What follows belongs to an exercise in optimizing a design on an open flow for small area; a production flow would make more cautious choices.
In this exercise RTL edits were held to simulation tests only and were not proved equivalent to the original.
Power and IR drop assume default switching activity.

// button_press_classifier_queue_unit
module button_press_classifier_queue_unit (
   input  logic        clock,
   input  logic        reset,
   input  logic        req_valid,
   output logic        req_stall,
   input  logic [40:0] req_payload_bits,
   output logic        rsp_valid,
   input  logic        rsp_stall,
   output logic [13:0] rsp_payload_bits,
   input  logic        csr_valid,
   output logic        csr_ready,
   input  logic [1:0]  csr_index,
   input  logic [15:0] csr_wdata
);
Size in the first run: roughly 1900 cells after synthesis, about 390 flip-flops, ~0.019 mm2 of cells after synthesis.
Settings: LEC_CHECK=0, CAP_MARGIN=0, CORE_MARGIN=2, CORE_UTILIZATION=40, SLEW_MARGIN=0; clock period 12.0 ns.
standard.sh (not shown) runs the stock make flow with config.mk's settings and CLKGATE_MAP_FILE= SYNTH_SCRIPT=/design/flow/synth_recipe.tcl, a recipe that flattens the netlist after the stock synthesis.
==> flow/flow/run.sh <==
#!/bin/bash
# Layout flow: the standard ORFS flow with these changes.
#  1. Synthesis is the standard flow's own script, except that Yosys's abc step maps the
#     design with each of the area-oriented flow/abc_*.script files and keeps
#     the smallest result (flow/multi_abc.tcl). Registers are mapped before
#     abc, so they come out the same as in the standard synthesis.
#     Yosys's full-adder extraction is skipped (ADDER_MAP_FILE empty), so
#     abc maps the adders and compares along with the rest of the logic.
#  2. Ports are buffered with buf_1 instead of the default buffer cell.
#  3. Clock tree synthesis runs without dummy loads, with the buffer and
#     clustering options in flow/cts_args.txt.
# Each ORFS step writes its own log under orfs/logs; make's output goes to
# make.log and the DEF export's to write_def.log.
set -euo pipefail
W=$PWD

# Synthesis script: synth_recipe.tcl with ORFS's synth.tcl swapped for a copy
# whose abc call is replaced by my_multi_abc.
sed "s#source \$::env(SCRIPTS_DIR)/synth.tcl#source $W/my_synth.tcl#" synth_recipe.tcl > my_synth_recipe.tcl
grep -q "my_synth.tcl" my_synth_recipe.tcl
awk -v m="$W/flow/multi_abc.tcl" '
  /^  log_cmd abc \{\*\}\$abc_args$/ { print "  my_multi_abc $abc_args $lib_args"; n++; next }
  { print }
  /^source \$::env\(SCRIPTS_DIR\)\/synth_preamble.tcl/ { print "source " m }
  END { if (n != 1) exit 1 }' "$FLOW_HOME/scripts/synth.tcl" > my_synth.tcl
grep -q "multi_abc.tcl" my_synth.tcl
export FLOW_ABC_SCRIPTS="$(ls $W/flow/abc_*.script | tr '\n' ' ')"

# The standard flow's make command line (from standard.sh), with our synthesis script.
ARGS=$(sed -n 's/^make \(.*\) "\${@:-finish}"$/\1/p' standard.sh)
[ -n "$ARGS" ]
ARGS=$(echo "$ARGS" | sed "s#SYNTH_SCRIPT=[^ ]*#SYNTH_SCRIPT=$W/my_synth_recipe.tcl#")
CTS="-sink_clustering_enable -repair_clock_nets -dont_use_dummy_load"
CTS="$CTS $(cat flow/cts_args.txt)"

eval make $ARGS \
  "ADDER_MAP_FILE=" \
  "BUFFER_PORTS_ARGS='-buffer_cell sky130_fd_sc_hd__buf_1'" \
  "CTS_ARGS='$CTS'" \
  finish > make.log 2>&1

# Final DEF, as standard.sh writes it.
R=$(echo "$ARGS" | sed -n 's#.*WORK_HOME=\([^ ]*\).*#\1#p')/results/sky130hd/button_press_classifier_queue_unit/base
: # left out here: write the final layout as DEF
==> flow/flow/abc_e2.script <==
&get -n
&st
&dch -x
&nf -a -R 1000
&st
&dch -x
&nf -a -R 1000
&put
==> flow/flow/cts_args.txt <==
-buf_list sky130_fd_sc_hd__clkbuf_4 -sink_clustering_size 10 -sink_clustering_max_diameter 40
Other scripts of this flow, unchanged in this note and not shown: flow/flow/abc_b8.script, flow/flow/abc_c2.script, flow/flow/abc_c5.script, flow/flow/abc_c8.script, flow/flow/abc_d1.script, flow/flow/abc_d2.script, flow/flow/abc_d6.script, flow/flow/abc_d7.script, flow/flow/multi_abc.tcl
The starting point produced a clean layout.
==> next run, changes <==
==> flow/flow/cts_args.txt (replaced) <==
-buf_list sky130_fd_sc_hd__clkbuf_4 -sink_clustering_size 10 -sink_clustering_max_diameter 50
removed: flow/flow/abc_e2.script
After rerunning:
- final cell count barely changes
- routed wire length drops slightly
- global-route usage hardly moves
- power drops by a few percent
- maximum frequency climbs by a few percent
- sequential cell count does not change
- die area stays flat
- via count hardly moves
==> next run, changes <==
==> flow/flow/abc_e2.script (new file) <==
&get -n
&st
&dch -x
&nf -a -R 1000
&st
&dch -x
&nf -a -R 1000
&put
==> flow/flow/cts_args.txt (replaced) <==
-buf_list sky130_fd_sc_hd__clkbuf_4 -sink_clustering_size 9 -sink_clustering_max_diameter 45
The changed run produced a clean layout.
Area after synthesis is about the same.
Via count shrinks by 0.59%.
Maximum frequency goes down by 4.2%.
Critical path depth rose by 5.
Global-route usage came out lower by 0.12 points.
Design area went up by 0.38%.
Routed wire length is higher by 1.3%.
Synthesized cell count fell by 1.1%.
Die area is about the same.
Clock skew is lower by 4.8 ps.

[what the ideal ports hide]
Ports are ideal in the flow. The routed layouts listed here were re-timed in OpenROAD.
Step 1: set_driving_cell puts a clkbuf_16 on clock and a buf_2 on each other input, an assumption about the parent block.
Step 2, shift: input delay + t, output delay - t, t = (earliest + latest rising clock arrival at the registers) / 2. This alone moves slack from input paths to output paths.
a / b / c = ideal / step 1 / step 2; a / b = the first two.
| run | t (ns) | setup WS [ns] | worst setup path after step 2 | latest minus earliest clock arrival (ns) | cell pins on the clock port's net |
|---|---|---|---|---|---|
| the first run | 0.841 | 1.783 / 1.821 / 0.981 | input to register | 0.121 / 0.121 | 1 |
| the second run | 0.829 | 2.233 / 2.263 / 1.434 | input to register | 0.167 / 0.168 | 1 |
| the third run | 0.853 | 1.803 / 1.835 / 0.983 | input to register | 0.162 / 0.163 | 1 |
After both steps every run listed still meets setup and hold. The setup slack of the third run, which loses most, moves by +0.032 ns with the drivers and by -0.820 ns with both steps.
